This is an optimization exercise on Yosys and OpenROAD, whose aim is small area, a short achievable clock period and few clock cycles per item, not a production implementation.
At most, simulation tests tie the RTL to the original design; equivalence was not proved.
Only the layout flow was run in runs 1 to 5; the RTL was not checked for function there.

==> flow/design.v, too long to show whole: its modules and the start of the top module <==
// module fp_mul_mult: 950 lines
// module fp_mul_sched: 153 lines
// module fp_mul_sched_top: 29 lines
module fp_mul_sched_top (
    input  logic         clk,
    input  logic         reset_n,
    input  logic [3:0]   req_valid,
    input  logic [127:0] req_x,
    input  logic [127:0] req_y,
    output logic [3:0]   req_ready,
    output logic         res_valid,
    input  logic         res_ready,
    output logic [1:0]   res_id,
    output logic [31:0]  res_data,
    output logic [4:0]   res_flags,
    output logic         busy
);
  // ...
==> flow/flow/run.sh <==
#!/bin/bash
# Own layout flow: the standard synthesis, a full-adder polarity pass on its netlist
# (removes inverters between full adders; registers and ports untouched), then the ORFS
# layout with tighter timing repair and the smallest buffer on the ports.
# Each tool's output goes to a log file of its own in this folder.
set -euo pipefail
MARGIN=5.7
RES=orfs/results/sky130hd/fp_mul_sched_top/base
bash standard.sh synth > synth.log 2>&1
cp $RES/1_2_yosys.v 1_2_yosys.std.v
python3 flow/fapol.py 1_2_yosys.std.v $RES/1_2_yosys.v > fapol.log 2>&1
rm -f $RES/1_synth.odb $RES/1_synth.sdc
bash standard.sh "SETUP_SLACK_MARGIN=$MARGIN" \
    "BUFFER_PORTS_ARGS=-buffer_cell sky130_fd_sc_hd__buf_1" finish > layout.log 2>&1
==> flow/flow/fapol.py <==
#!/usr/bin/env python3
"""Full-adder polarity pass on a flat Yosys netlist (write_verilog -noattr).

A full adder is self-dual: FA(~a, ~b, ~c) = (~cout, ~sum). Synthesis leaves many inverters
between full adders; this pass chooses for every full adder whether it works on true or
complemented signals so that as few inverters as possible are needed, then rebuilds the
inverters. Only combinational inverter cells are removed or added; every other cell, every
register and every port keep their names and connections.

usage: fapol.py IN.v OUT.v
"""
import random
import re
import sys
from collections import defaultdict

INV_RE = re.compile(r'^sky130_fd_sc_hd__(inv|clkinv)_\d+$')
FA_RE = re.compile(r'^sky130_fd_sc_hd__fa_\d+$')
XOR_RE = re.compile(r'^sky130_fd_sc_hd__(xor2|xnor2)_(\d+)$')
OUT_PINS = {'X', 'Y', 'SUM', 'COUT', 'Q', 'Q_N', 'HI', 'LO'}

src = open(sys.argv[1]).read()

# ---- split the single module into header, declarations, assigns and cells ----
m = re.search(r'\bmodule\s+(\S+)\s*\((.*?)\);', src, re.S)
start = m.end()
end = src.rindex('endmodule')
body = src[start:end]

stmts = []
buf = ''
for line in body.split('\n'):
    buf += line + '\n'
    if line.rstrip().endswith(';'):
        stmts.append(buf)
        buf = ''
tail_ws = buf

cell_re = re.compile(r'^\s*(\S+)\s+(\S+)\s*\((.*)\)\s*;\s*$', re.S)
pin_re = re.compile(r'\.(\w+)\s*\(\s*(.*?)\s*\)\s*(?:,|$)', re.S)

items = []          # ('raw', text) or ('cell', type, name, [(pin, net)])
for s in stmts:
    st = s.strip()
    first = st.split(None, 1)[0] if st else ''
    if first in ('input', 'output', 'inout', 'wire', 'reg', 'assign', 'supply0', 'supply1') or not st:
        items.append(('raw', s))
        continue
    cm = cell_re.match(st)
    if not cm:
        items.append(('raw', s))
        continue
    typ, name, pins = cm.group(1), cm.group(2), cm.group(3)
    pl = [(p, n.strip()) for p, n in pin_re.findall(pins)]
    items.append(('cell', typ, name, pl))

ports = set()
for d in re.findall(r'^\s*(?:input|output|inout)\s+(?:\[[^\]]*\]\s*)?(.*?);', body, re.M):
    for n in d.split(','):
        ports.add(n.strip())
# nets used in assign statements are left alone
assign_nets = set()
for it in items:
    if it[0] == 'raw' and it[1].strip().startswith('assign'):
        for tok in re.findall(r'(\\\S+|[A-Za-z_][\w$]*(?:\s*\[\d+\])?)', it[1][it[1].index('assign') + 6:]):
            assign_nets.add(tok.strip())


def base(net):
    return re.sub(r'\s*\[\d+\]$', '', net)


def is_port(net):
    return net in ports or base(net) in ports


def fixed(net):
    return is_port(net) or net in assign_nets or base(net) in assign_nets or net.startswith("1'b") or net == ''


# ---- inverters that may be rebuilt: input and output both internal nets ----
inv_of = {}         # output net -> input net
inv_cells = set()
for i, it in enumerate(items):
    if it[0] == 'cell' and INV_RE.match(it[1]):
        pins = dict(it[3])
        a, y = pins.get('A'), pins.get('Y')
        if a and y and not fixed(a) and not fixed(y):
            inv_of[y] = a
            inv_cells.add(i)


def root(net):
    p = 0
    seen = 0
    while net in inv_of and seen < 100:
        net = inv_of[net]
        p ^= 1
        seen += 1
    return net, p


# loads: every input pin of a kept cell; for each, (root, logical parity)
fa_idx = [i for i, it in enumerate(items) if it[0] == 'cell' and FA_RE.match(it[1])]
fa_set = set(fa_idx)
xor_idx = [i for i, it in enumerate(items) if it[0] == 'cell' and XOR_RE.match(it[1])]
xor_set = set(xor_idx)
driver_fa = {}      # root net -> index of the flippable cell driving it (FA SUM/COUT, XOR X)
for i in fa_idx:
    for p, n in items[i][3]:
        if p in ('SUM', 'COUT'):
            driver_fa[n] = i
for i in xor_idx:
    for p, n in items[i][3]:
        if p in ('X', 'Y'):
            driver_fa[n] = i

loads = []          # (item index, pin, root, parity)
for i, it in enumerate(items):
    if it[0] != 'cell' or i in inv_cells:
        continue
    for p, n in it[3]:
        if p in OUT_PINS or not n:
            continue
        r, par = root(n)
        loads.append((i, p, r, par))

# inverters that stay (port-facing) keep their input as a load
flip = defaultdict(int)


def cost_of_root(r, ldl):
    # physical polarity of r is flip of its driving FA (if any)
    dp = flip[driver_fa[r]] if r in driver_fa else 0
    need = set()
    for (i, p, par) in ldl:
        if i in xor_set:
            continue        # an XOR absorbs an inverted input by swapping XOR / XNOR
        q = par ^ (flip[i] if i in fa_set else 0)
        need.add(q ^ dp)
    return 1 if 1 in need else 0


by_root = defaultdict(list)
for (i, p, r, par) in loads:
    by_root[r].append((i, p, par))
fa_roots = defaultdict(set)
for r, ldl in by_root.items():
    for (i, p, par) in ldl:
        if i in fa_set or i in xor_set:
            fa_roots[i].add(r)
    if r in driver_fa:
        fa_roots[driver_fa[r]].add(r)

nofl = set()
for i in fa_idx + xor_idx:
    for p, n in items[i][3]:
        if p in ('SUM', 'COUT', 'X', 'Y') and fixed(n):
            nofl.add(i)
fa_idx = fa_idx + xor_idx

def local_search():
    improved = True
    passes = 0
    while improved and passes < 50:
        improved = False
        passes += 1
        for f in fa_idx:
            if f in nofl:
                continue
            rs = fa_roots[f]
            old = sum(cost_of_root(r, by_root[r]) for r in rs)
            flip[f] ^= 1
            new = sum(cost_of_root(r, by_root[r]) for r in rs)
            if new >= old:
                flip[f] ^= 1


def total_cost():
    return sum(cost_of_root(r, l) for r, l in by_root.items())


before = total_cost()
local_search()
best = total_cost()
best_flip = dict(flip)
# iterated local search: kick a few full adders and descend again (fixed seed, deterministic)
rng = random.Random(1)
movable = [f for f in fa_idx if f not in nofl]
for it in range(300):
    flip.clear()
    flip.update(best_flip)
    for f in rng.sample(movable, min(len(movable), 8)):
        flip[f] ^= 1
    local_search()
    c = total_cost()
    if c < best:
        best = c
        best_flip = dict(flip)
flip.clear()
flip.update(best_flip)
total = best

# ---- rebuild ----
inv_net = {}        # root -> net carrying its physical complement
new_cells = []
counter = [0]


def complement(r):
    if r not in inv_net:
        counter[0] += 1
        n = f"fapol_n{counter[0]}"
        inv_net[r] = n
        new_cells.append((n, r))
    return inv_net[r]


out = []
out.append(src[:start])
for i, it in enumerate(items):
    if it[0] == 'raw':
        out.append(it[1])
        continue
    if i in inv_cells:
        continue
    typ, name, pl = it[1], it[2], it[3]
    newpl = []
    swap = flip[i] if i in xor_set else 0
    for p, n in pl:
        if p in OUT_PINS or not n:
            newpl.append((p, n))
            continue
        r, par = root(n)
        dp = flip[driver_fa[r]] if r in driver_fa else 0
        if i in xor_set:
            swap ^= par ^ dp
            newpl.append((p, r))
            continue
        q = par ^ (flip[i] if i in fa_set else 0)
        newpl.append((p, r if q == dp else complement(r)))
    if swap:
        xm = XOR_RE.match(typ)
        typ = f"sky130_fd_sc_hd__{'xnor2' if xm.group(1) == 'xor2' else 'xor2'}_{xm.group(2)}"
        # xor2 drives X, xnor2 drives Y
        newpl = [({'X': 'Y', 'Y': 'X'}.get(p, p), n) for p, n in newpl]
    conn = ',\n    '.join(f'.{p}({n} )' for p, n in newpl)
    out.append(f"  {typ} {name} (\n    {conn}\n  );\n")
for k, (n, r) in enumerate(new_cells):
    out.append(f"  wire {n};\n")
    out.append(f"  sky130_fd_sc_hd__inv_1 fapol_inv{k + 1} (\n    .A({r} ),\n    .Y({n})\n  );\n")
out.append(tail_ws)
out.append(src[end:])
open(sys.argv[2], 'w').write(''.join(out))
sys.stderr.write(f"fapol: {len(fa_idx)} full adders and XORs, {sum(flip[f] for f in fa_idx)} flipped, "
                 f"{len(inv_cells)} inverters removed, {len(new_cells)} added "
                 f"(cost {before} -> {total})\n")
==> flow/standard.sh <==
#!/bin/bash
# synth_recipe.tcl (not shown) runs the flow's synth.tcl, then flattens the netlist and writes it again
# the make line also repeats each setting of config.mk as NAME=value (left out here)
make -C /OpenROAD-flow-scripts/flow DESIGN_CONFIG=/design/flow/config.mk WORK_HOME=/design/flow/orfs CLKGATE_MAP_FILE= SYNTH_SCRIPT=/design/flow/synth_recipe.tcl "${@:-finish}"
==> flow/config.mk <==
export PLATFORM = sky130hd
export DESIGN_NAME = fp_mul_sched_top
export DESIGN_NICKNAME = fp_mul_sched_top
export VERILOG_FILES = /design/flow/design.v
export SDC_FILE = /design/flow/constraint.sdc
export NUM_CORES = 4
export LEC_CHECK = 0
export ABC_AREA = 1
export CAP_MARGIN = 20
export CORE_MARGIN = 2
export CORE_UTILIZATION = 40
export SLEW_MARGIN = 20
==> flow/constraint.sdc <==
create_clock -name core_clock -period 10.5 [get_ports {clk}]
set_input_delay 2.1000 -clock core_clock [delete_from_list [all_inputs] [get_ports {clk}]]
set_output_delay 2.1000 -clock core_clock [all_outputs]
set_load 0.01 [all_outputs]
==> metrics.md, run 1 <==
| Metric | Value |
|---|---|
| Outcome | `finished clean` |
| Antenna Nets Post-Route | `0` |
| Biggest registers after layout | `u_sched.c1_q: 25 flops, u_sched.s1_q: 25 flops` |
| Seq_cells | `143` |
| Buffering overhead | `12.2%` |
| Clk_buf instances | `19` |
| CTS tree | `built` |
| CTS resizes | `193` |
| Met3 GRT Util | `under 10%` |
| Met1 Use GR | `37.4%` |
| Root Buffer | `clkbuf_16` |
| Core ar. | `51,400 µm²` |
| RSZ-0062 raised after global routing | `yes` |
| Largest net degree at the start of global routing | `91` |
| RR Endpoint | `u_sched.s1_q[1]` |
| Met2 wire len | `36,300 µm` |
| FF/Latch Area | `between 3000 and 4000 µm²` |
| R2r startpoint | `u_sched.xm0_q[9]` |
| Dpl cells | `about 3,400` |
| All-Layer GR Usage | `28.3%` |
| Seq area share | `~14%` |
| Hold Path Class | `register to register` |
| Antenna cells | `3` |
| P&R area growth vs syn | `25.2%` |
| Setup TNS | `0 ns` |
| First-iteration detailed-routing DRC count | `2,092` |
| Num CTS Buffers | `17` |
| Met2 Use GR | `44.4%` |
| Drt first pass iters | `6` |
| Crit Path Class | `primary input to output pin` |
| Fillers | `4,891` |
| Worst path cell trace | `buf_6 -> clkinvlp_4 -> nand3_4 -> buf_6 -> nand2_8 -> clkinvlp_4 -> buf_6` |
| I/O Buffers | `307` |
==> module fp_mul_sched, before the edit <==
module fp_mul_sched (
    input  logic           clk,
    input  logic           reset_n,
    input  logic [3:0]     req_valid,
    input  logic [127:0]   req_x,
    input  logic [127:0]   req_y,
    output logic [3:0]     req_ready,
    output logic           res_valid,
    input  logic           res_ready,
    output logic [1:0]     res_id,
    output logic [31:0]    res_data,
    output logic [4:0]     res_flags,
    output logic           busy
);
    localparam logic [1:0] SP_NONE = 2'd0, SP_ZERO = 2'd1, SP_NAN = 2'd2, SP_INF = 2'd3;
    logic [3:0][3:0] prio_q, prio_d;
    logic       v0_q, v1_q;       
    logic       ld1;              
    logic       hold0;            
    logic       en;               
    logic [3:0] first;            
    logic       gnt;
    assign ld1   = !v1_q || res_ready;
    assign hold0 = v0_q && !ld1;
    assign en    = !hold0;
    always_comb begin
        for (int i = 0; i < 4; i++) begin
            first[i] = req_valid[i] && !(|(req_valid & prio_q[i]));
        end
    end
    assign req_ready = first & {4{en}};
    assign gnt       = |req_ready;
    always_comb begin
        prio_d = prio_q;
        for (int g = 0; g < 4; g++) begin
            if (req_ready[g]) begin
                for (int i = 0; i < 4; i++) begin
                    for (int j = 0; j < 4; j++) begin
                        prio_d[i][j] = (j != i) && (((j - g + 3) % 4) < ((i - g + 3) % 4));
                    end
                end
            end
        end
    end
    always_ff @(posedge clk or negedge reset_n) begin
        if (!reset_n) begin
            for (int i = 0; i < 4; i++) begin
                for (int j = 0; j < 4; j++) begin
                    prio_q[i][j] <= (j < i);
                end
            end
            v0_q   <= 1'b0;
            v1_q   <= 1'b0;
        end else begin
            prio_q <= prio_d;
            v0_q   <= gnt || hold0;
            if (ld1) v1_q <= v0_q;
        end
    end
    logic [31:0] x, y;
    logic [22:0] xm0_q, ym0_q;
    logic [1:0]  id0_q, id0_d;
    logic        sgn0_q;
    logic [9:0]  e0_q, e0_d;
    logic [1:0]  sp0_q, sp0_d;
    logic        zero_d, nan_d, inf_d;
    always_comb begin
        x = '0;
        y = '0;
        for (int i = 0; i < 4; i++) begin
            x = x | (req_x[32*i +: 32] & {32{req_ready[i]}});
            y = y | (req_y[32*i +: 32] & {32{req_ready[i]}});
        end
        id0_d = {first[3] | first[2], first[3] | first[1]};
    end
    assign e0_d   = {2'b00, x[30:23]} + {2'b00, y[30:23]} - 10'd127;
    assign zero_d = (x[30:23] == 8'h00) || (y[30:23] == 8'h00);
    assign nan_d  = (x[30:23] == 8'hFF && x[22:0] != '0) || (y[30:23] == 8'hFF && y[22:0] != '0);
    assign inf_d  = (x[30:23] == 8'hFF) || (y[30:23] == 8'hFF);
    assign sp0_d  = zero_d ? SP_ZERO : nan_d ? SP_NAN : inf_d ? SP_INF : SP_NONE;
    always_ff @(posedge clk) begin
        xm0_q <= x[22:0] | (xm0_q & {23{hold0}});
        ym0_q <= y[22:0] | (ym0_q & {23{hold0}});
    end
    always_ff @(posedge clk) begin
        if (!hold0) begin
            id0_q  <= id0_d;
            sgn0_q <= x[31] ^ y[31];
            e0_q   <= e0_d;
            sp0_q  <= sp0_d;
        end
    end
    logic [24:0] row_s, row_c;
    logic        c_lo, g_mid, p_mid;
    fp_mul_mult u_mult (
        .x_m   (xm0_q),
        .y_m   (ym0_q),
        .row_s (row_s),
        .row_c (row_c),
        .c_lo  (c_lo),
        .g_mid (g_mid),
        .p_mid (p_mid)
    );
    logic [24:0] s1_q, c1_q;
    logic        clo1_q, gmid1_q, pmid1_q, sgn1_q;
    logic [9:0]  e1_q;
    logic [1:0]  sp1_q, id1_q;
    always_ff @(posedge clk) begin
        if (ld1) begin
            s1_q    <= row_s;
            c1_q    <= row_c;
            clo1_q  <= c_lo;
            gmid1_q <= g_mid;
            pmid1_q <= p_mid;
            sgn1_q  <= sgn0_q;
            e1_q    <= e0_q;
            sp1_q   <= sp0_q;
            id1_q   <= id0_q;
        end
    end
    logic        cin;
    logic [25:0] sum;
    logic [24:0] p_hi;
    logic        norm;
    logic [7:0]  e_inc;
    logic        unf0, unf1, ovf0, ovf1, spec, inf_f, nan_f, zero_f;
    logic        n0, n1, pinf0, pinf1, unf, ovf;
    assign cin   = gmid1_q | (pmid1_q & clo1_q);
    assign sum   = {s1_q, 1'b1} + {c1_q, cin};
    assign p_hi  = sum[25:1];
    assign norm  = p_hi[24];
    assign e_inc = e1_q[7:0] + 8'd1;
    assign unf0   = e1_q[9] || (e1_q == 10'd0);
    assign unf1   = e1_q[9];
    assign ovf0   = !e1_q[9] && (e1_q >= 10'd255);
    assign ovf1   = !e1_q[9] && (e1_q >= 10'd254);
    assign spec   = (sp1_q != SP_NONE);
    assign zero_f = (sp1_q == SP_ZERO);
    assign nan_f  = (sp1_q == SP_NAN);
    assign inf_f  = (sp1_q == SP_INF);
    assign n0     = !spec && !unf0 && !ovf0;
    assign n1     = !spec && !unf1 && !ovf1;
    assign pinf0  = nan_f || inf_f || (!spec && ovf0);
    assign pinf1  = nan_f || inf_f || (!spec && ovf1);
    assign unf    = !spec && (norm ? unf1 : unf0);
    assign ovf    = !spec && (norm ? ovf1 : ovf0);
    assign res_valid = v1_q;
    assign res_id    = id1_q;
    assign res_flags = {inf_f, nan_f, zero_f, ovf, unf};
    assign res_data  = norm ? {n1 & sgn1_q, n1 ? e_inc : {8{pinf1}}, p_hi[23:1] & {23{n1}}}
                            : {n0 & sgn1_q, n0 ? e1_q[7:0] : {8{pinf0}}, p_hi[22:0] & {23{n0}}};
    assign busy      = v0_q || v1_q;
endmodule
==> inputs of run 2 (changes only) <==
--- a/flow/design.v
+++ b/flow/design.v
@@ -2,18 +2,19 @@
     localparam int FP_EXP_DEF  = 8;
     localparam int FP_MAN_DEF  = 23;
     localparam int FP_BIAS_DEF = 2 ** (FP_EXP_DEF - 1) - 1;
     localparam int FLAGS_W     = 5;
 endpackage
 module fp_mul_mult (
     input  logic [22:0] x_m,
     input  logic [22:0] y_m,
-    output logic [24:0] row_s,
-    output logic [24:0] row_c,
+    output logic [12:0] row_s,    
+    output logic [12:0] row_c,
+    output logic [11:0] top,      
     output logic        c_lo,    
     output logic        g_mid,   
     output logic        p_mid    
 );
     wire one1 = y_m[0] ^ 1'b0;
     wire two2 = (y_m[1] & ~y_m[0] & ~1'b0) | (~y_m[1] & y_m[0] & 1'b0);
     wire pp3 = ((x_m[0] & one1) | (1'b0 & two2)) ^ y_m[1];
     wire pp4 = ((x_m[1] & one1) | (x_m[0] & two2)) ^ y_m[1];
@@ -946,18 +947,19 @@
     wire c931 = 1'b1 & c839;
     wire [47:0] rs = {s930, s928, s926, s924, s922, s920, s918, s916, s914, s912, s910, s908, s906, s904, s902, s900, s898, s896, s894, s892, s890, s888, s886, s884, s882, s880, s878, s876, s874, s872, s870, s868, s866, s864, s862, s860, s858, s856, s854, s852, s850, s848, s846, s844, s842, pp31, pp4, y_m[1]};
     wire [47:0] rc = {c929, c927, c925, c923, c921, c919, c917, c915, c913, c911, c909, c907, c905, c903, c901, c899, c897, c895, c893, c891, c889, c887, c885, c883, c881, c879, c877, c875, c873, c871, c869, c867, c865, c863, c861, c859, c857, c855, c853, c851, c849, c847, c845, c843, c841, s840, 1'b0, pp3};
     wire [17:0] lo = {1'b0, rs[16:0]} + {1'b0, rc[16:0]};
     wire [6:0] mid = {1'b0, rs[22:17]} + {1'b0, rc[22:17]};
     assign c_lo  = lo[17];
     assign g_mid = mid[6];
     assign p_mid = &(rs[22:17] ^ rc[22:17]);
-    assign row_s = rs[47:23];
-    assign row_c = rc[47:23];
+    assign row_s = rs[35:23];
+    assign row_c = rc[35:23];
+    assign top   = rs[47:36] + rc[47:36];
 endmodule
 import fp_mul_pkg::*;
 module fp_mul_sched (
     input  logic           clk,
     input  logic           reset_n,
     input  logic [3:0]     req_valid,
     input  logic [127:0]   req_x,
     input  logic [127:0]   req_y,
@@ -1013,83 +1015,91 @@
             v0_q   <= gnt || hold0;
             if (ld1) v1_q <= v0_q;
         end
     end
     logic [31:0] x, y;
     logic [22:0] xm0_q, ym0_q;
     logic [1:0]  id0_q, id0_d;
     logic        sgn0_q;
-    logic [9:0]  e0_q, e0_d;
-    logic [1:0]  sp0_q, sp0_d;
-    logic        zero_d, nan_d, inf_d;
+    logic [8:0]  es0_q;           
+    logic        zero0_q;         
+    logic        xmax0_q, ymax0_q;    
     always_comb begin
         x = '0;
         y = '0;
         for (int i = 0; i < 4; i++) begin
             x = x | (req_x[32*i +: 32] & {32{req_ready[i]}});
             y = y | (req_y[32*i +: 32] & {32{req_ready[i]}});
         end
         id0_d = {first[3] | first[2], first[3] | first[1]};
     end
-    assign e0_d   = {2'b00, x[30:23]} + {2'b00, y[30:23]} - 10'd127;
-    assign zero_d = (x[30:23] == 8'h00) || (y[30:23] == 8'h00);
-    assign nan_d  = (x[30:23] == 8'hFF && x[22:0] != '0) || (y[30:23] == 8'hFF && y[22:0] != '0);
-    assign inf_d  = (x[30:23] == 8'hFF) || (y[30:23] == 8'hFF);
-    assign sp0_d  = zero_d ? SP_ZERO : nan_d ? SP_NAN : inf_d ? SP_INF : SP_NONE;
     always_ff @(posedge clk) begin
         xm0_q <= x[22:0] | (xm0_q & {23{hold0}});
         ym0_q <= y[22:0] | (ym0_q & {23{hold0}});
     end
     always_ff @(posedge clk) begin
         if (!hold0) begin
-            id0_q  <= id0_d;
-            sgn0_q <= x[31] ^ y[31];
-            e0_q   <= e0_d;
-            sp0_q  <= sp0_d;
+            id0_q   <= id0_d;
+            sgn0_q  <= x[31] ^ y[31];
+            es0_q   <= {1'b0, x[30:23]} + {1'b0, y[30:23]};
+            zero0_q <= (x[30:23] == 8'h00) || (y[30:23] == 8'h00);
+            xmax0_q <= (x[30:23] == 8'hFF);
+            ymax0_q <= (y[30:23] == 8'hFF);
         end
     end
-    logic [24:0] row_s, row_c;
+    logic [9:0] e0;
+    logic       nan0, inf0;
+    logic [1:0] sp0;
+    assign e0   = {1'b0, es0_q} - 10'd127;
+    assign nan0 = (xmax0_q && xm0_q != '0) || (ymax0_q && ym0_q != '0);
+    assign inf0 = xmax0_q || ymax0_q;
+    assign sp0  = zero0_q ? SP_ZERO : nan0 ? SP_NAN : inf0 ? SP_INF : SP_NONE;
+    logic [12:0] row_s, row_c;
+    logic [11:0] top;
     logic        c_lo, g_mid, p_mid;
     fp_mul_mult u_mult (
         .x_m   (xm0_q),
         .y_m   (ym0_q),
         .row_s (row_s),
         .row_c (row_c),
+        .top   (top),
         .c_lo  (c_lo),
         .g_mid (g_mid),
         .p_mid (p_mid)
     );
-    logic [24:0] s1_q, c1_q;
+    logic [12:0] s1_q, c1_q;      
+    logic [11:0] top1_q;          
     logic        clo1_q, gmid1_q, pmid1_q, sgn1_q;
     logic [9:0]  e1_q;
     logic [1:0]  sp1_q, id1_q;
     always_ff @(posedge clk) begin
         if (ld1) begin
             s1_q    <= row_s;
             c1_q    <= row_c;
+            top1_q  <= top;
             clo1_q  <= c_lo;
             gmid1_q <= g_mid;
             pmid1_q <= p_mid;
             sgn1_q  <= sgn0_q;
-            e1_q    <= e0_q;
-            sp1_q   <= sp0_q;
+            e1_q    <= e0;
+            sp1_q   <= sp0;
             id1_q   <= id0_q;
         end
     end
     logic        cin;
-    logic [25:0] sum;
+    logic [14:0] sum;
     logic [24:0] p_hi;
     logic        norm;
     logic [7:0]  e_inc;
     logic        unf0, unf1, ovf0, ovf1, spec, inf_f, nan_f, zero_f;
     logic        n0, n1, pinf0, pinf1, unf, ovf;
     assign cin   = gmid1_q | (pmid1_q & clo1_q);
-    assign sum   = {s1_q, 1'b1} + {c1_q, cin};
-    assign p_hi  = sum[25:1];
+    assign sum   = {1'b0, s1_q, 1'b1} + {1'b0, c1_q, cin};
+    assign p_hi  = {top1_q + {11'd0, sum[14]}, sum[13:1]};
     assign norm  = p_hi[24];
     assign e_inc = e1_q[7:0] + 8'd1;
     assign unf0   = e1_q[9] || (e1_q == 10'd0);
     assign unf1   = e1_q[9];
     assign ovf0   = !e1_q[9] && (e1_q >= 10'd255);
     assign ovf1   = !e1_q[9] && (e1_q >= 10'd254);
     assign spec   = (sp1_q != SP_NONE);
     assign zero_f = (sp1_q == SP_ZERO);
==> flow/flow/run.sh (replaced) <==
#!/bin/bash
# Own layout flow: the standard synthesis, a full-adder polarity pass on its netlist
# (removes inverters between full adders; registers and ports untouched), then the ORFS
# layout with tighter timing repair and the smallest buffer on the ports.
# Each tool's output goes to a log file of its own in this folder.
set -euo pipefail
MARGIN=5.0
RES=orfs/results/sky130hd/fp_mul_sched_top/base
bash standard.sh synth > synth.log 2>&1
cp $RES/1_2_yosys.v 1_2_yosys.std.v
python3 flow/fapol.py 1_2_yosys.std.v $RES/1_2_yosys.v > fapol.log 2>&1
rm -f $RES/1_synth.odb $RES/1_synth.sdc
bash standard.sh "SETUP_SLACK_MARGIN=$MARGIN" \
    "BUFFER_PORTS_ARGS=-buffer_cell sky130_fd_sc_hd__buf_1" finish > layout.log 2>&1
==> run 2 against run 1 <==
  * Still clean on timing, DRC and antenna
  * Via count fell by 7.6%
  * Sequential cell count fell by 12
  * Clock skew rose by 0.014 ns
  * Clock-buffer cell count fell by 1
  * Largest cell class unchanged
==> metrics.md, run 2 <==
| Metric | Value |
|---|---|
| Setup TNS | `0 ns (unchanged)` |
| CP peak stage delay | `0.41 ns` |
| Die height | `approximately 230 µm` |
| Hold Path Class | `register to register` |
| Routed WL per cell | `roughly 22 µm` |
| Crit Path Class | `primary input to output pin` |
| H-Tree Depth | `4` |
| CP top delay family | `simple AND/OR/NAND/NOR gates` |
| Slew Viols, Final | `0` |
| Drt first pass iters | `7 (+1)` |
| Syn. warnings | `1` |
| Crit end category | `output pin` |
| Maxcap violations | `0` |
| Final WS setup | `5.15 ns` |
| F_max | `187 MHz` |
| Core ar. | `50,000 µm² (-2.8%)` |
| Layout Skew | `0.0241 ns` |
| Req. time, crit path | `8.40 ns` |
| Antenna Nets Post-Route | `0 (unchanged)` |
| Worst-path maximum fanout | `18` |
| Relative slew slack | `36.7%` |
| Clock Path Buffers | `2` |
| Reg clk slew, reported paths | `0.06 ns` |
| Root Buffer | `clkbuf_16` |
| Routed vias | `19,188` |
| Fillers | `4,966 (+1.5%)` |
| All-Layer GR Usage | `27.4% (-0.84 points)` |
| Share of cells above drive strength 1 | `8.01%` |
| Min Tclk post-route | `between 5 and 6 ns` |
| Dpl hpwl | `52,600 µm` |
| RSZ-0062 raised after global routing | `no` |
| Full die area | `~52,000 µm²` |
| Biggest registers after layout | `u_sched.xm0_q: 23 flops, u_sched.ym0_q: 23 flops` |
| Dpl cells | `3,268 (-4.0%)` |
| CTS tree | `built` |
| Max layer used | `met4` |
| Worst path cell trace | `buf_1 -> nand2_1 -> nor2_4 -> nand2_2 -> inv_2 -> buf_1` |
| P&R area growth vs syn | `13.7%` |
| Slew @ Worst Pin | `0.949 ns` |
| Final GP Congestion | `0.989` |
| Tcrit/Tclk final | `just over 50%` |
| Metal-1 WL | `30,000 µm` |
| Clk sink count | `131` |
| Commonest non-fill, non-tap cell in the layout | `nand2_1` |
| Final setup fails | `0` |
| Die width | `about 230 µm` |
| First-pass GRT wire length | `112,000 µm` |
| Routed WL | `73,100 µm` |
| Outcome | `finished clean` |
| Most common cell on crit path | `buf_1` |
| Cell Area, Synth | `20,200 µm²` |
| Most frequent cells in the layout | `nand2_1 (428), buf_1 (298), o22ai_1 (270), fa_1 (258), xor2_1 (216)` |
| Num rows | `82` |
| Worst skew pair latency | `~0.45 ns` |
| Vias in the first global route | `about 19,000` |
| Slowest CP cell | `nor2_4` |
| Mean area per synthesized cell | `8.37 µm²` |
| Remaining DRCs | `0` |
| Initial antenna violation count | `1` |
| Initial Util | `40.3%` |
| First-iteration detailed-routing DRC count | `1,977 (-5.5%)` |
| Pre-CTS setup slack | `between 4 and 5 ns` |
| Met2 wire len | `32,000 µm (-12%)` |
| Grt ovf | `0` |
| Arrival time at the worst endpoint | `3.25 ns` |
| Cell Count, Final, Fillers Out | `approximately 3,300` |
| Final nets | `3,276` |
| Worst hold slack | `0.423 ns` |
| Largest net degree at the start of global routing | `57 (-37%)` |
| Boundary pin count | `308` |
| Num CTS Buffers | `17 (unchanged)` |
| Fin. Hold Viols | `0` |
| I/O Buffers | `307 (unchanged)` |
| Startpoint Class | `primary input` |
| Wire length on met3 | `8560 µm` |
| Syn Inst Count | `2,409` |
| Vias per inst | `approximately 5.7` |
| Syn nets | `roughly 3,000` |
| Worst path buffer plus inverter count | `3` |
run 2: final timing paths:
check,startpoint,endpoint,slack (ns),cells past startpoint
worst max-delay path,req_valid[3],req_ready[3],5.15,6
worst min-delay path,u_sched.id0_q[0],u_sched.id1_q[0],0.42,0
worst max register to register,u_sched.ym0_q[7],u_sched.s1_q[4],5.21,12
worst min register to register,u_sched.id0_q[0],u_sched.id1_q[0],0.42,0
max in group asynchronous,reset_n,u_sched.v0_q,8.33,1
min in group asynchronous,reset_n,u_sched.prio_q[3],1.70,1
run 2: layout make-up:
type,count,area [µm²],area share [%]
antenna,1,2.50,0.0109
clock buffer,18,429,1.87
clock inverter,14,153,0.666
inverter,218,871,3.80
multi-input combinational,1893,15300,66.8
sequential,131,3410,14.9
tap,672,841,3.67
timing repair buffer,391,1870,8.16
timing repair inverter,6,32.5,0.142
run 2: metal layers:
| metal | up-vias | GRT usage [%] |
|---|---|---|
| met1 | 9177 | 36.9 |
| met4 | 0 | 9.82 |
| met3 | 198 | 7.83 |
| li1 | 8579 | - |
| met2 | 1234 | 42.0 |
| met5 | - | 0 |
run 2: worst register-to-register path: stages (launching register included):
cell and delay (ns):
dfxtp_1 0.32, buf_6 0.31, nor2_1 0.16, nor2_2 0.36
clkinvlp_2 0.66, o22ai_1 0.41, xor2_1 0.21, fa_1 0.48
fa_1 0.68, inv_1 0.08, fa_1 0.40, fa_1 0.53
fa_1 0.41
run 2: per-stage QoR:
stage | utilization (%) | area [µm²]
global placement | 43.4 | 21700
detailed placement | 43.4 | 21700
finish | 45.9 | 22900
global route | 45.9 | 22900
floorplan | - | 20200
CTS | 45.2 | 22600
run 2: what timing repair did:
action / in CTS / in global routing
gates resized for setup: 39 / 47
setup buffers: 19 / 14
endpoints found under the setup margin: 51 / 49
pin swaps: 5 / 13
cloned: 5 / 5
hold buffers: 0 / 0
==> inputs of run 3 (changes only) <==
--- a/flow/flow/run.sh
+++ b/flow/flow/run.sh
@@ -4,7 +4,7 @@
 # layout with tighter timing repair and the smallest buffer on the ports.
 # Each tool's output goes to a log file of its own in this folder.
 set -euo pipefail
-MARGIN=5.0
+MARGIN=5.35
 RES=orfs/results/sky130hd/fp_mul_sched_top/base
 bash standard.sh synth > synth.log 2>&1
 cp $RES/1_2_yosys.v 1_2_yosys.std.v
==> run 3 against run 2 <==
  * Largest cell class unchanged
  * Global-route usage rose by 0.60 points
  * Worst hold slack gained 0.00065 ns
  * Clock-buffer cell count stayed put
  * Non-clock buffer count increased by 27
  * Still clean on timing, DRC and antenna
  * Critical path depth grew 9
  * Synthesized area is the same
  * Cell count up 0.96%
==> metrics.md, run 3 <==
| Metric | Value |
|---|---|
| Most common cell on crit path | `nor2_4` |
| Boundary pin count | `308 (unchanged)` |
| Final GP Congestion | `0.989 (unchanged)` |
| Clk sink count | `131 (unchanged)` |
| Drt first pass iters | `5 (-2)` |
| RSZ-0062 raised after global routing | `yes` |
| P&R area growth vs syn | `17.3%` |
| Num rows | `82 (unchanged)` |
| Commonest non-fill, non-tap cell in the layout | `nand2_1` |
| Vias in the first global route | `19,494 (+2.0%)` |
| Layout Skew | `0.0219 ns (-0.00224 ns)` |
| I/O Buffers | `307 (unchanged)` |
| Antenna Nets Post-Route | `0 (unchanged)` |
| Die width | `228 µm (unchanged)` |
| Largest net degree at the start of global routing | `57 (unchanged)` |
| Fillers | `4,884 (-1.7%)` |
| Most frequent cells in the layout | `nand2_1 (417), buf_1 (274), o22ai_1 (269), fa_1 (257), xor2_1 (216)` |
| Crit Path Class | `register to output pin` |
| Worst path buffer plus inverter count | `3 (unchanged)` |
| H-Tree Depth | `4 (unchanged)` |
| First-pass GRT wire length | `114,000 µm (+2.2%)` |
| Full die area | `52,200 µm² (unchanged)` |
| Biggest registers after layout | `u_sched.xm0_q: 23 flops, u_sched.ym0_q: 23 flops` |
| Remaining DRCs | `0 (unchanged)` |
| CP top delay family | `compound AO/OA/AOI/OAI gates` |
| Final WS setup | `5.22 ns (+0.0710 ns)` |
| Slew @ Worst Pin | `0.964 ns (+0.0154 ns)` |
| Slowest CP cell | `edfxtp_1` |
| Min Tclk post-route | `5.28 ns (-0.0710 ns)` |
| Initial Util | `40.3% (unchanged)` |
| Cell Area, Synth | `20,200 µm² (unchanged)` |
| Worst skew pair latency | `0.45 ns (about the same)` |
| Worst path cell trace | `a21o_1 -> fa_2 -> nand3_2 -> nand2_2 -> a21oi_2 -> o2111ai_1 -> ha_2 -> inv_2 -> nor2_4 -> nand4_1 -> nand2_4 -> nor2_4 -> clkinvlp_4 -> o22ai_2 -> buf_2` |
| Maxcap violations | `0 (unchanged)` |
| Final nets | `3,308 (+0.98%)` |
| Relative slew slack | `35.7% (-1.0 points)` |
| Arrival time at the worst endpoint | `3.18 ns (-0.07 ns)` |
| Vias per inst | `5.72 (-0.36%)` |
| First-iteration detailed-routing DRC count | `2,248 (+14%)` |
| Hold Path Class | `register to register` |
| F_max | `189 MHz (+1.3%)` |
| CTS hold repair buffers | `0 (unchanged)` |
| Clock Path Buffers | `2 (unchanged)` |
| CP peak stage delay | `0.36 ns (-0.05 ns)` |
| Root Buffer | `clkbuf_16` |
| All-Layer GR Usage | `28.0% (+0.60 points)` |
| Die height | `228 µm (unchanged)` |
| Grt ovf | `0 (unchanged)` |
| Slew Viols, Final | `0 (unchanged)` |
| Syn nets | `3,027 (unchanged)` |
| Core ar. | `50,000 µm² (unchanged)` |
| Crit end category | `output pin` |
| Tcrit/Tclk final | `50.3% (-0.68 points)` |
| Reg clk slew, reported paths | `0.06 ns (about the same)` |
| Dpl cells | `3,268 (unchanged)` |
| Syn Inst Count | `2,409 (unchanged)` |
| Routed WL | `75,200 µm (+2.9%)` |
| Worst-path maximum fanout | `7 (-11)` |
| Cell area after layout | `23,600 µm² (+3.1%)` |
| Outcome | `finished clean` |
| Num CTS Buffers | `17 (unchanged)` |
| Share of cells above drive strength 1 | `11.3% (+3.3 points)` |
| Mean area per synthesized cell | `8.37 µm² (unchanged)` |
| Syn. warnings | `1 (unchanged)` |
| Routed vias | `19,301 (+0.59%)` |
| Pre-CTS setup slack | `4.43 ns (unchanged)` |
| Final setup fails | `0 (unchanged)` |
| Dpl hpwl | `52,600 µm (unchanged)` |
| CTS tree | `built` |
| Placed inst area | `21,700 µm² (unchanged)` |
| Initial antenna violation count | `3 (+2)` |
| Startpoint Class | `register` |
| Cell Count, Final, Fillers Out | `3,376 (+0.96%)` |
| Fin. Hold Viols | `0 (unchanged)` |
| Setup TNS | `0 ns (unchanged)` |
| Req. time, crit path | `8.40 ns (about the same)` |
| Routed WL per cell | `22.3 µm (+1.9%)` |
run 3: layout make-up:
type	instances	area [µm²]	area share (%)
Clock buffer	18	429	1.82
Timing Repair inverter	9	56.3	0.238
Multi-Input combinational cell	1895	15600	65.9
Inverter	218	876	3.71
Clock inverter	14	153	0.646
Sequential cell	131	3420	14.5
Antenna cell	1	2.50	0.0106
Timing Repair Buffer	418	2280	9.65
Tap cell	672	841	3.56
run 3: final timing paths:
kind                                         from                 to  slack [ns]  cells past startpoint
worst max-delay path               u_sched.clo1_q        res_data[0]        5.22                     15
worst min-delay path             u_sched.id0_q[0]   u_sched.id1_q[0]        0.42                      0
worst max register to register  u_sched.ym0_q[11]  u_sched.top1_q[8]        5.41                     17
worst min register to register   u_sched.id0_q[0]   u_sched.id1_q[0]        0.42                      0
max in group asynchronous                 reset_n  u_sched.prio_q[6]        8.31                      1
min in group asynchronous                 reset_n  u_sched.prio_q[2]        1.71                      1
run 3: routing by layer:
layer,routed length (µm),vias up,GRT usage (%)
met2,33400,1200,43.2
li1,-,8643,-
met1,30500,9245,37.3
met3,8640,209,8.37
met4,2700,4,10.0
met5,34,-,0
run 3: through the flow:
step / hold WS [ns] / utilization (%)
floorplan: 0.400 / -
global placement: 0.408 / 43.4
detailed placement: 0.416 / 43.4
CTS: 0.429 / 46.5
global route: 0.429 / 47.3
finish: 0.424 / 47.3
run 3: what timing repair did:
action / 4_1_cts / 5_1_grt
setup endpoints to repair: 64 / 48
resized for setup: 132 / 76
cloned: 13 / 8
setup buffers: 42 / 12
pin swaps: 30 / 18
==> inputs of run 4 (changes only) <==
--- a/flow/flow/run.sh
+++ b/flow/flow/run.sh
@@ -4,7 +4,7 @@
 # layout with tighter timing repair and the smallest buffer on the ports.
 # Each tool's output goes to a log file of its own in this folder.
 set -euo pipefail
-MARGIN=5.35
+MARGIN=5.0
 RES=orfs/results/sky130hd/fp_mul_sched_top/base
 bash standard.sh synth > synth.log 2>&1
 cp $RES/1_2_yosys.v 1_2_yosys.std.v
--- a/flow/config.mk
+++ b/flow/config.mk
@@ -8,5 +8,5 @@
 export ABC_AREA = 1
 export CAP_MARGIN = 20
 export CORE_MARGIN = 2
-export CORE_UTILIZATION = 40
+export CORE_UTILIZATION = 60
 export SLEW_MARGIN = 20
==> run 4 against run 3 <==
  * Still clean
  * Sequential cell count is the same
  * Final area shrank 4.5%
  * Cell count shrank 7.6%
  * Critical path depth is the same
  * Die area shrank 33%
  * Routed wire length shrank 2.2%
  * Critical path type unchanged
  * Highest routed layer unchanged
==> metrics.md, run 4 <==
| Metric | Value |
|---|---|
| First-iteration detailed-routing DRC count | `2,022 (-10%)` |
| Cell Count, Final, Fillers Out | `3,119 (-7.6%)` |
| Crit Path Class | `register to output pin` |
| Routed WL | `73,600 µm (-2.2%)` |
| I/O Buffers | `307 (unchanged)` |
| Syn nets | `3,027 (unchanged)` |
| Boundary pin count | `308 (unchanged)` |
| RSZ-0062 raised after global routing | `yes` |
| Crit path launch | `u_sched.clo1_q` |
| Clk sink count | `131 (unchanged)` |
| Worst hold start | `u_sched.id0_q[1]` |
| Die width | `187 µm (-18%)` |
| Remaining DRCs | `0 (unchanged)` |
| Req. time, crit path | `8.40 ns (about the same)` |
| Slew @ Worst Pin | `1.21 ns (+0.242 ns)` |
| Share of cells above drive strength 1 | `7.85% (-3.5 points)` |
| Routed vias | `19,801 (+2.6%)` |
| Placed inst area | `21,300 µm² (-1.6%)` |
| Reg clk slew, reported paths | `0.09 ns (+0.03 ns)` |
| Num CTS Buffers | `17 (unchanged)` |
| Cell area after layout | `22,600 µm² (-4.5%)` |
| Dpl cells | `3,035 (-7.1%)` |
| Syn. warnings | `1 (unchanged)` |
| Worst skew pair latency | `0.46 ns (about the same)` |
| Full die area | `35,100 µm² (-33%)` |
| Num rows | `67 (-18%)` |
| Routed WL per cell | `23.6 µm (+5.9%)` |
| CTS tree | `built` |
| F_max | `182 MHz (-4.0%)` |
| H-Tree Depth | `4 (unchanged)` |
| Finished Core Util | `67.9% (+21 points)` |
| Grt ovf | `0 (unchanged)` |
| Setup TNS | `0 ns (unchanged)` |
| Flop2flop setup slack | `5.16 ns (-0.25 ns)` |
| Maxcap violations | `0 (unchanged)` |
| Layout Skew | `0.0205 ns (-0.00143 ns)` |
| Final nets | `3,268 (-1.2%)` |
| Fin. Hold Viols | `0 (unchanged)` |
| P&R area growth vs syn | `12.1%` |
| Hold Path Class | `register to register` |
| Vias per inst | `6.35 (+11%)` |
| Biggest registers after layout | `u_sched.xm0_q: 23 flops, u_sched.ym0_q: 23 flops` |
| R2r startpoint | `u_sched.ym0_q[17]` |
| Most frequent cells in the layout | `nand2_1 (424), buf_1 (292), o22ai_1 (267), fa_1 (258), xor2_1 (216)` |
| Relative slew slack | `19.5% (-16 points)` |
| Initial antenna violation count | `6 (+3)` |
| All-Layer GR Usage | `41.4% (+13 points)` |
| Worst-path maximum fanout | `7 (unchanged)` |
| Dpl hpwl | `52,800 µm (+0.30%)` |
| Startpoint Class | `register` |
| Core ar. | `33,300 µm² (-33%)` |
| Cell Area, Synth | `20,200 µm² (unchanged)` |
| Slew Viols, Final | `0 (unchanged)` |
| Outcome | `finished clean` |
| Final WS setup | `5.00 ns (-0.220 ns)` |
| Tcrit/Tclk final | `52.4% (+2.1 points)` |
| First-pass GRT wire length | `111,000 µm (-3.0%)` |
| CTS hold repair buffers | `0 (unchanged)` |
| Root Buffer | `clkbuf_16` |
| Vias in the first global route | `19,334 (-0.82%)` |
| Pre-CTS setup slack | `3.91 ns (-0.519 ns)` |
| Die height | `187 µm (-18%)` |
| Clock Path Buffers | `2 (unchanged)` |
| Mean area per synthesized cell | `8.37 µm² (unchanged)` |
| Min Tclk post-route | `5.50 ns (+0.220 ns)` |
| Largest net degree at the start of global routing | `57 (unchanged)` |
| Initial Util | `60.6% (+20 points)` |
| Syn Inst Count | `2,409 (unchanged)` |
| Antenna Nets Post-Route | `0 (unchanged)` |
| Crit end category | `output pin` |
| Final GP Congestion | `1.02 (+3.0%)` |
| Commonest non-fill, non-tap cell in the layout | `nand2_1` |
| Drt first pass iters | `10 (+5)` |
| Arrival time at the worst endpoint | `3.40 ns (+0.22 ns)` |
| Final setup fails | `0 (unchanged)` |
[run 4: repair_timing]
item	CTS	global route
endpoints found under the setup margin	75	38
setup buffers	17	19
cloned	6	2
resized for setup	54	37
pin swaps	14	7
[run 4: layout make-up]
type | count | area [µm²]
Antenna cell | 8 | 20.0
Clock inverter | 15 | 184
Inverter | 218 | 868
Sequential cell | 131 | 3420
Tap cell | 448 | 561
Fill cell | 2868 | 10700
Multi-Input combinational cell | 1892 | 15300
Timing Repair inverter | 4 | 22.5
Timing Repair Buffer | 386 | 1820
Clock buffer | 17 | 425
[run 4: metal layers]
layer / track usage (%) / vias up / share of wire, %
met5: 0 / - / 0.019
met4: 20.8 / 2 / 5.9
met3: 12.6 / 331 / 13
met2: 66.3 / 1455 / 46
met1: 50.8 / 9437 / 35
li1: - / 8576 / -
[run 4: per-stage QoR]
| stage | hold WS [ns] |
|---|---|
| final | 0.426 |
| after global routing | 0.429 |
| after CTS | 0.425 |
| after floorplan | 0.400 |
| after detailed placement | 0.410 |
| after global placement | 0.404 |
[run 4: path summary, 6_finish.rpt]
path                                endpoint  cells after the start
min in group asynchronous       u_sched.v0_q                      1
hold reg to reg             u_sched.id1_q[1]                      0
setup / recovery                res_data[16]                     15
max in group asynchronous  u_sched.prio_q[6]                      1
hold / removal              u_sched.id1_q[1]                      0
setup reg to reg           u_sched.top1_q[9]                     16
[run 4: worst max-delay path: stages (launching register included)]
cell,delay (ns)
edfxtp_1,0.50
a21o_4,0.27
fa_2,0.36
nand3_2,0.07
nand2_2,0.07
a21oi_4,0.17
o2111ai_2,0.16
ha_2,0.22
inv_2,0.08
nor2_4,0.04
nand4_1,0.13
nand2_4,0.11
nor2_4,0.19
clkinvlp_4,0.21
o22ai_2,0.20
buf_2,0.15
==> inputs of run 5 (changes only) <==
--- a/flow/config.mk
+++ b/flow/config.mk
@@ -8,5 +8,5 @@
 export ABC_AREA = 1
 export CAP_MARGIN = 20
 export CORE_MARGIN = 2
-export CORE_UTILIZATION = 60
+export CORE_UTILIZATION = 70
 export SLEW_MARGIN = 20
==> run 5 against run 4 <==
  * Final area decreased by 1.2%
  * Die area decreased by 14%
  * Synthesized cell count unchanged
  * Core utilization increased by 10 points
  * Non-clock buffer count decreased by 15
  * Setup slack improved by 0.047 ns
  * Fmax increased by 0.87%
  * Critical path type is now register to register
  * Largest cell class unchanged
==> metrics.md, run 5 <==
| Metric | Value |
|---|---|
| Worst hold start | `u_sched.id0_q[1]` |
| Commonest non-fill, non-tap cell in the layout | `nand2_1` |
| Setup TNS | `0 ns (unchanged)` |
| Initial antenna violation count | `6 (unchanged)` |
| Drt first pass iters | `7 (-3)` |
| Dpl hpwl | `52,200 µm (-1.1%)` |
| Req. time, crit path | `10.64 ns (+2.24 ns)` |
| Final nets | `3,252 (-0.49%)` |
| Vias in the first global route | `19,962 (+3.2%)` |
| H-Tree Depth | `4 (unchanged)` |
| Boundary pin count | `308 (unchanged)` |
| Tcrit/Tclk final | `51.9% (-0.45 points)` |
| Root Buffer | `clkbuf_16` |
| Cell Area, Synth | `20,200 µm² (unchanged)` |
| Routed WL | `73,000 µm (-0.78%)` |
| CTS hold repair buffers | `0 (unchanged)` |
| Maxcap violations | `0 (unchanged)` |
| Routed WL per cell | `24.1 µm (+1.9%)` |
| RR Endpoint | `u_sched.clo1_q` |
| Hold Path Depth | `0 (unchanged)` |
| First-pass GRT wire length | `109,000 µm (-1.3%)` |
| Remaining DRCs | `0 (unchanged)` |
| Antenna Nets Post-Route | `0 (unchanged)` |
| Full die area | `30,200 µm² (-14%)` |
| Crit end category | `register` |
| Startpoint Class | `register` |
| Die height | `174 µm (-7.3%)` |
| F_max | `183 MHz (+0.87%)` |
| Largest net degree at the start of global routing | `82 (+44%)` |
| Syn Inst Count | `2,409 (unchanged)` |
| Syn. warnings | `1 (unchanged)` |
| Pre-CTS setup slack | `4.46 ns (+0.549 ns)` |
| Final WS setup | `5.05 ns (+0.0474 ns)` |
| Worst skew pair latency | `0.45 ns (about the same)` |
| Reg clk slew, reported paths | `0.08 ns (about the same)` |
| Crit Path Class | `register to register` |
| Fillers | `2,017 (-30%)` |
| Num CTS Buffers | `17 (unchanged)` |
| Grt ovf | `0 (unchanged)` |
| Share of cells above drive strength 1 | `7.03% (-0.82 points)` |
| P&R area growth vs syn | `10.7%` |
| Hold Path Class | `register to register` |
| Final GP Congestion | `1.05 (+2.8%)` |
| Flop2flop setup slack | `5.05 ns (-0.11 ns)` |
| CTS tree | `built` |
| Relative slew slack | `20.1% (+0.60 points)` |
| Final setup fails | `0 (unchanged)` |
| Clock Path Buffers | `2 (unchanged)` |
| Layout Skew | `0.0212 ns (+0.000761 ns)` |
| Arrival time at the worst endpoint | `5.59 ns (+2.19 ns)` |
| Num rows | `62 (-7.5%)` |
| First-iteration detailed-routing DRC count | `2,506 (+24%)` |
| All-Layer GR Usage | `47.2% (+5.8 points)` |
| I/O Buffers | `307 (unchanged)` |
| Worst hold slack | `0.427 ns (+0.000521 ns)` |
| Worst reg2reg path depth | `18 (+2)` |
| Most frequent cells in the layout | `nand2_1 (423), buf_1 (298), o22ai_1 (273), fa_1 (258), xor2_1 (216)` |
| Outcome | `finished clean` |
| Mean area per synthesized cell | `8.37 µm² (unchanged)` |
| Slew Viols, Final | `0 (unchanged)` |
| Worst-path maximum fanout | `30 (+23)` |
| Syn nets | `3,027 (unchanged)` |
| Die width | `174 µm (-7.3%)` |
| Core ar. | `28,500 µm² (-14%)` |
| RSZ-0062 raised after global routing | `yes` |
| R2r startpoint | `u_sched.ym0_q[1]` |
| Hold Path Sink | `u_sched.id1_q[1]` |
| Fin. Hold Viols | `0 (unchanged)` |
| Routed vias | `20,375 (+2.9%)` |
| Min Tclk post-route | `5.45 ns (-0.0474 ns)` |
| Clk sink count | `131 (unchanged)` |
| Biggest registers after layout | `u_sched.xm0_q: 23 flops, u_sched.ym0_q: 23 flops` |
| Slew @ Worst Pin | `1.20 ns (-0.00903 ns)` |
| Vias per inst | `6.71 (+5.7%)` |
| Initial Util | `70.6% (+10 points)` |
==> run 5: cell count changes in the layout (fill, tap and decap cells not counted), sizes merged <==
cell	delta
o21ai	-1
nand3	-1
bufinv	+1
buf	-14
clkinv	-3
clkinvlp	+3
diode	-2
bufbuf	-1
==> run 5: area by class of cell <==
cell class | instances | area (µm²) | share of cell area (%)
multi-input cells | 1890 | 15200 | 68.3
flip-flops and latches | 131 | 3420 | 15.3
repair buffers | 371 | 1670 | 7.47
inverters | 218 | 876 | 3.93
well taps | 384 | 480 | 2.15
clock buffers | 17 | 425 | 1.91
clock inverters | 15 | 163 | 0.729
repair inverters | 5 | 27.5 | 0.123
diodes | 6 | 15.0 | 0.0673
==> run 5: worst max path at each step <==
| stage | cells past startpoint | slack (ns) | startpoint | end |
|---|---|---|---|---|
| 3_3_place_gp | 16 | 4.60 | u_sched.ym0_q[11] | u_sched.top1_q[8] |
| 3_5_place_dp | 16 | 4.46 | u_sched.ym0_q[11] | u_sched.top1_q[8] |
| 4_1_cts | 15 | 4.97 | u_sched.clo1_q | res_data[1] |
| 5_1_grt | 18 | 4.99 | u_sched.pmid1_q | res_data[4] |
| 6_report | 18 | 5.05 | u_sched.ym0_q[1] | u_sched.clo1_q |
| 2_1_floorplan | 7 | 5.39 | req_valid[0] | req_ready[3] |
==> run 5: critical path, stage by stage, from the launching register on <==
cell and delay (ns):
dfxtp_1 0.32, buf_4 0.45, nor2_1 0.15, inv_1 0.11, nand2_1 0.09, nand2_2 0.49
o22ai_1 0.18, xnor2_1 0.27, fa_1 0.50, fa_1 0.43, fa_1 0.54, fa_1 0.43
ha_1 0.33, nand2_1 0.08, nor2_1 0.05, a211oi_1 0.18, o21ai_0 0.14, a21oi_1 0.16
nand2_1 0.20
==> run 5: timing repair <==
action,in CTS,in global routing
gates cloned,2,4
setup endpoints to repair,49,46
resized for setup,40,41
buffers inserted,10,16
pin swaps,5,6
==> run 5: per-stage QoR <==
stage                     cell area, µm²  std cells  utilization (%)
after floorplan                    20200       2409                -
after global placement             21200       2967             74.3
after detailed placement           21200       2967             74.3
after CTS                          22000       3011             77.1
after global routing               22300       3035             78.1
final                              22300       3037             78.2
==> run 5: routing by layer <==
layer | vias to the layer above | GRT usage [%] | routed length [µm] | part of all wire (%)
met4 | 4 | 31.9 | 6070 | 8.3
met2 | 1846 | 73.2 | 32200 | 44
met3 | 558 | 15.0 | 10500 | 14
li1 | 8535 | - | - | -
met5 | - | 1.28 | 63 | 0.086
met1 | 9432 | 56.4 | 24200 | 33
==> inputs of run 6 (changes only) <==
--- a/flow/design.v
+++ b/flow/design.v
@@ -1018,11 +1018,9 @@
     end
     logic [31:0] x, y;
     logic [22:0] xm0_q, ym0_q;
-    logic [1:0]  id0_q, id0_d;
+    logic [1:0]  id0_q;
     logic        sgn0_q;
     logic [8:0]  es0_q;           
-    logic        zero0_q;         
-    logic        xmax0_q, ymax0_q;    
     always_comb begin
         x = '0;
         y = '0;
@@ -1030,21 +1028,22 @@
             x = x | (req_x[32*i +: 32] & {32{req_ready[i]}});
             y = y | (req_y[32*i +: 32] & {32{req_ready[i]}});
         end
-        id0_d = {first[3] | first[2], first[3] | first[1]};
     end
+    logic       nz_d, xmax_d, ymax_d;
+    logic       nz0_q;            
+    logic       xmax0_q, ymax0_q;    
+    assign nz_d   = (x[30:23] != 8'h00) && (y[30:23] != 8'h00);
+    assign xmax_d = (x[30:23] == 8'hFF);
+    assign ymax_d = (y[30:23] == 8'hFF);
     always_ff @(posedge clk) begin
-        xm0_q <= x[22:0] | (xm0_q & {23{hold0}});
-        ym0_q <= y[22:0] | (ym0_q & {23{hold0}});
-    end
-    always_ff @(posedge clk) begin
-        if (!hold0) begin
-            id0_q   <= id0_d;
-            sgn0_q  <= x[31] ^ y[31];
-            es0_q   <= {1'b0, x[30:23]} + {1'b0, y[30:23]};
-            zero0_q <= (x[30:23] == 8'h00) || (y[30:23] == 8'h00);
-            xmax0_q <= (x[30:23] == 8'hFF);
-            ymax0_q <= (y[30:23] == 8'hFF);
-        end
+        xm0_q   <= x[22:0] | (xm0_q & {23{hold0}});
+        ym0_q   <= y[22:0] | (ym0_q & {23{hold0}});
+        id0_q   <= {req_ready[3] | req_ready[2], req_ready[3] | req_ready[1]} | (id0_q & {2{hold0}});
+        sgn0_q  <= (x[31] ^ y[31]) | (sgn0_q & hold0);
+        es0_q   <= ({1'b0, x[30:23]} + {1'b0, y[30:23]}) | (es0_q & {9{hold0}});
+        nz0_q   <= nz_d | (nz0_q & hold0);
+        xmax0_q <= xmax_d | (xmax0_q & hold0);
+        ymax0_q <= ymax_d | (ymax0_q & hold0);
     end
     logic [9:0] e0;
     logic       nan0, inf0;
@@ -1052,7 +1051,7 @@
     assign e0   = {1'b0, es0_q} - 10'd127;
     assign nan0 = (xmax0_q && xm0_q != '0) || (ymax0_q && ym0_q != '0);
     assign inf0 = xmax0_q || ymax0_q;
-    assign sp0  = zero0_q ? SP_ZERO : nan0 ? SP_NAN : inf0 ? SP_INF : SP_NONE;
+    assign sp0  = !nz0_q ? SP_ZERO : nan0 ? SP_NAN : inf0 ? SP_INF : SP_NONE;
     logic [12:0] row_s, row_c;
     logic [11:0] top;
     logic        c_lo, g_mid, p_mid;
@@ -1068,7 +1067,7 @@
     );
     logic [12:0] s1_q, c1_q;      
     logic [11:0] top1_q;          
-    logic        clo1_q, gmid1_q, pmid1_q, sgn1_q;
+    logic        cin1_q, sgn1_q;
     logic [9:0]  e1_q;
     logic [1:0]  sp1_q, id1_q;
     always_ff @(posedge clk) begin
@@ -1076,9 +1075,7 @@
             s1_q    <= row_s;
             c1_q    <= row_c;
             top1_q  <= top;
-            clo1_q  <= c_lo;
-            gmid1_q <= g_mid;
-            pmid1_q <= p_mid;
+            cin1_q  <= g_mid | (p_mid & c_lo);
             sgn1_q  <= sgn0_q;
             e1_q    <= e0;
             sp1_q   <= sp0;
@@ -1092,7 +1089,7 @@
     logic [7:0]  e_inc;
     logic        unf0, unf1, ovf0, ovf1, spec, inf_f, nan_f, zero_f;
     logic        n0, n1, pinf0, pinf1, unf, ovf;
-    assign cin   = gmid1_q | (pmid1_q & clo1_q);
+    assign cin   = cin1_q;
     assign sum   = {1'b0, s1_q, 1'b1} + {1'b0, c1_q, cin};
     assign p_hi  = {top1_q + {11'd0, sum[14]}, sum[13:1]};
     assign norm  = p_hi[24];
--- a/flow/config.mk
+++ b/flow/config.mk
@@ -8,5 +8,6 @@
 export ABC_AREA = 1
 export CAP_MARGIN = 20
 export CORE_MARGIN = 2
-export CORE_UTILIZATION = 70
+export CORE_UTILIZATION = 40
+export CTS_BUF_LIST = sky130_fd_sc_hd__clkbuf_8
 export SLEW_MARGIN = 20
==> run 6 against run 5 <==
  * Non-clock buffer count up 25
  * Core utilization down 32 points
  * Sequential cell count down 2
  * Routed wire length down 5.7%
  * Die area up 70%
  * Worst hold slack better by 0.016 ns
  * Synthesized cell count down 2.2%
==> metrics.md, run 6 <==
| Metric | Value |
|---|---|
| Num rows | `81 (+31%)` |
| Drt first pass iters | `6 (-1)` |
| All-Layer GR Usage | `26.9% (-20 points)` |
| Min Tclk post-route | `5.42 ns (-0.0338 ns)` |
| Core ar. | `49,000 µm² (+71%)` |
| P&R area growth vs syn | `14.1%` |
| Slew @ Worst Pin | `1.10 ns (-0.0986 ns)` |
| Routed WL per cell | `21.0 µm (-13%)` |
| Crit end category | `output pin` |
| Routed WL | `68,900 µm (-5.7%)` |
| Outcome | `finished clean` |
| Worst reg2reg path depth | `17 (-1)` |
| Cell Area, Synth | `19,800 µm² (-1.6%)` |
| Startpoint Class | `register` |
| Cell Count, Final, Fillers Out | `3,286 (+8.2%)` |
| Die height | `227 µm (+30%)` |
| Reg clk slew, reported paths | `0.10 ns (+0.02 ns)` |
| Layout Skew | `0.0312 ns (+0.00999 ns)` |
| RSZ-0062 raised after global routing | `yes` |
| Routed vias | `18,545 (-9.0%)` |
| Final nets | `3,224 (-0.86%)` |
| Vias per inst | `5.64 (-16%)` |
| First-pass GRT wire length | `106,000 µm (-3.1%)` |
| Arrival time at the worst endpoint | `3.32 ns (-2.27 ns)` |
| Syn. warnings | `1 (unchanged)` |
| Remaining DRCs | `0 (unchanged)` |
| Clk sink count | `129 (-1.5%)` |
| Maxcap violations | `0 (unchanged)` |
| CTS hold repair buffers | `0 (unchanged)` |
| Fillers | `4,810 (+140%)` |
| Syn nets | `2,974 (-1.8%)` |
| Final GP Congestion | `0.966 (-7.8%)` |
| Grt ovf | `0 (unchanged)` |
| Biggest registers after layout | `u_sched.xm0_q: 23 flops, u_sched.ym0_q: 23 flops` |
| Final setup fails | `0 (unchanged)` |
| Syn Inst Count | `2,356 (-2.2%)` |
| Vias in the first global route | `18,810 (-5.8%)` |
| Slew Viols, Final | `0 (unchanged)` |
| Initial Util | `40.5% (-30 points)` |
| H-Tree Depth | `4 (unchanged)` |
| Area of the multi-input gates | `15,400 µm² (+0.89%)` |
| Worst skew pair latency | `0.52 ns (+0.07 ns)` |
| Commonest non-fill, non-tap cell in the layout | `nand2_1` |
| CTS tree | `built` |
| FF/Latch Area | `3200 µm² (-6.3%)` |
| Largest net degree at the start of global routing | `56 (-32%)` |
| I/O Buffers | `307 (unchanged)` |
| Relative slew slack | `26.7% (+6.6 points)` |
| First-iteration detailed-routing DRC count | `1,575 (-37%)` |
| Most frequent cells in the layout | `nand2_1 (360), buf_1 (284), o22ai_1 (276), fa_1 (258), xor2_1 (207)` |
| Pre-CTS setup slack | `4.45 ns (-0.00957 ns)` |
| Setup TNS | `0 ns (unchanged)` |
| Hold Path Depth | `0 (unchanged)` |
| Initial antenna violation count | `3 (-3)` |
| Clock Path Buffers | `2 (unchanged)` |
| Antenna Nets Post-Route | `0 (unchanged)` |
| Fin. Hold Viols | `0 (unchanged)` |
| F_max | `185 MHz (+0.62%)` |
| Root Buffer | `clkbuf_8` |
| Hold Path Class | `register to register` |
| Req. time, crit path | `8.40 ns (-2.24 ns)` |
| Full die area | `51,400 µm² (+70%)` |
| Crit Path Class | `register to output pin` |
| Boundary pin count | `308 (unchanged)` |
| Tcrit/Tclk final | `51.6% (-0.32 points)` |
| Num CTS Buffers | `17 (unchanged)` |
| Dpl hpwl | `50,300 µm (-3.7%)` |
| Worst-path maximum fanout | `12 (-60%)` |
| Dpl cells | `3,204 (+8.0%)` |
| Share of cells above drive strength 1 | `9.05% (+2.0 points)` |
| Die width | `227 µm (+30%)` |
| Mean area per synthesized cell | `8.41 µm² (+0.58%)` |
| Final WS setup | `5.08 ns (+0.0338 ns)` |
-- run 6: cell types whose count changed in the layout (fill, tap and decap cells not counted), moves of 14 or more --
| cell | delta |
|---|---|
| a22o_1 | +46 |
| clkbuf_16 | -17 |
| dfxtp_1 | +15 |
| buf_1 | -14 |
| o211ai_1 | -18 |
| edfxtp_1 | -17 |
| buf_4 | +22 |
| nand2_1 | -63 |
| clkbuf_8 | +18 |
| o21ai_0 | -24 |
-- run 6: what timing repair did --
item	4_1_cts	5_1_grt
cloned	4	2
endpoints found under the setup margin	49	47
resized for setup	44	83
pin swaps	7	22
buffers inserted	12	29
-- run 6: cell type report --
type	instances	area share, %
inverter	210	3.73
clock buffer	17	1.03
tap	664	3.67
clock inverter	15	0.907
antenna	3	0.0332
timing repair buffer	396	8.41
timing repair inverter	4	0.111
multi-input combinational	1848	67.9
sequential	129	14.2
-- run 6: final timing paths --
| kind | end | slack, ns | startpoint |
|---|---|---|---|
| setup / recovery | res_data[19] | 5.08 | u_sched.c1_q[1] |
| hold / removal | u_sched.id1_q[1] | 0.44 | u_sched.id0_q[1] |
| setup reg to reg | u_sched.cin1_q | 5.22 | u_sched.ym0_q[1] |
| hold reg to reg | u_sched.id1_q[1] | 0.44 | u_sched.id0_q[1] |
| max in group asynchronous | u_sched.prio_q[11] | 8.31 | reset_n |
| min in group asynchronous | u_sched.v1_q | 1.67 | reset_n |
-- run 6: worst max-delay path: stages (launching register included) --
cell	delay (ns)
edfxtp_1	0.44
ha_4	0.32
nand2_1	0.06
nor2_1	0.16
nand3_2	0.10
nand3_2	0.09
nand4_1	0.10
nand3_2	0.12
ha_4	0.16
and3_4	0.21
nand4_1	0.21
nand2_8	0.18
nand2_8	0.11
buf_4	0.19
o22ai_1	0.18
buf_2	0.17
-- run 6: per-layer routing --
metal,global-route usage (%),share of wire (%)
met1,34.1,40
met2,42.7,45
met3,7.58,11
met4,12.0,4.3
met5,0,0
-- run 6: metrics by stage --
stage               utilization [%]  hold slack [ns]  instance area [µm²]
CTS                            45.3            0.448                22200
floorplan                         -            0.409                19800
detailed placement             43.7            0.428                21400
finish                         46.2            0.443                22600
global placement               43.7            0.419                21400
global route                   46.2            0.478                22600
Testbench counts of run 6, summed over its fixed seeds: cycles 2,064, items 2,048.

==> afterwards: timing with drivers on the ports <==
How much do the figures lean on ideal ports? The routed layouts below were timed once more, with nothing changed but the port constraints.
Step 1: set_driving_cell puts a clkbuf_16 on clk and a buf_2 on each other input, an assumption about the parent block.
Step 2 adds t to the input delays and takes it off the output delays; t is the mean of the earliest and latest rising clock arrival at the registers after step 1. Input paths then give back, and output paths get back, about the clock's delay inside the block.
a / b / c = no drivers / after step 1 / after step 2; a / b = the first two.
run | shift t [ns] | setup slack, ns | worst setup path at the end | latest minus earliest clock arrival (ns) | worst register clock-pin slew, ns
run 1 | 0.508 | 5.490 / 5.434 / 5.224 | input to register | 0.011 / 0.011 | 0.07 / 0.07
run 2 | 0.496 | 5.151 / 5.102 / 5.102 | input to output | 0.024 / 0.025 | 0.07 / 0.07
run 3 | 0.494 | 5.222 / 5.166 / 5.413 | register to register | 0.023 / 0.023 | 0.07 / 0.07
run 4 | 0.496 | 5.002 / 4.949 / 5.034 | input to output | 0.025 / 0.025 | 0.09 / 0.09
run 5 | 0.495 | 5.049 / 5.023 / 5.023 | input to output | 0.021 / 0.021 | 0.08 / 0.08
run 6 | 0.548 | 5.083 / 5.034 / 5.082 | input to output | 0.033 / 0.032 | 0.12 / 0.12
After both steps setup and hold are still met in every run listed. The setup slack of run 1, which loses most, moves by -0.056 ns with the drivers and by -0.266 ns with both steps.
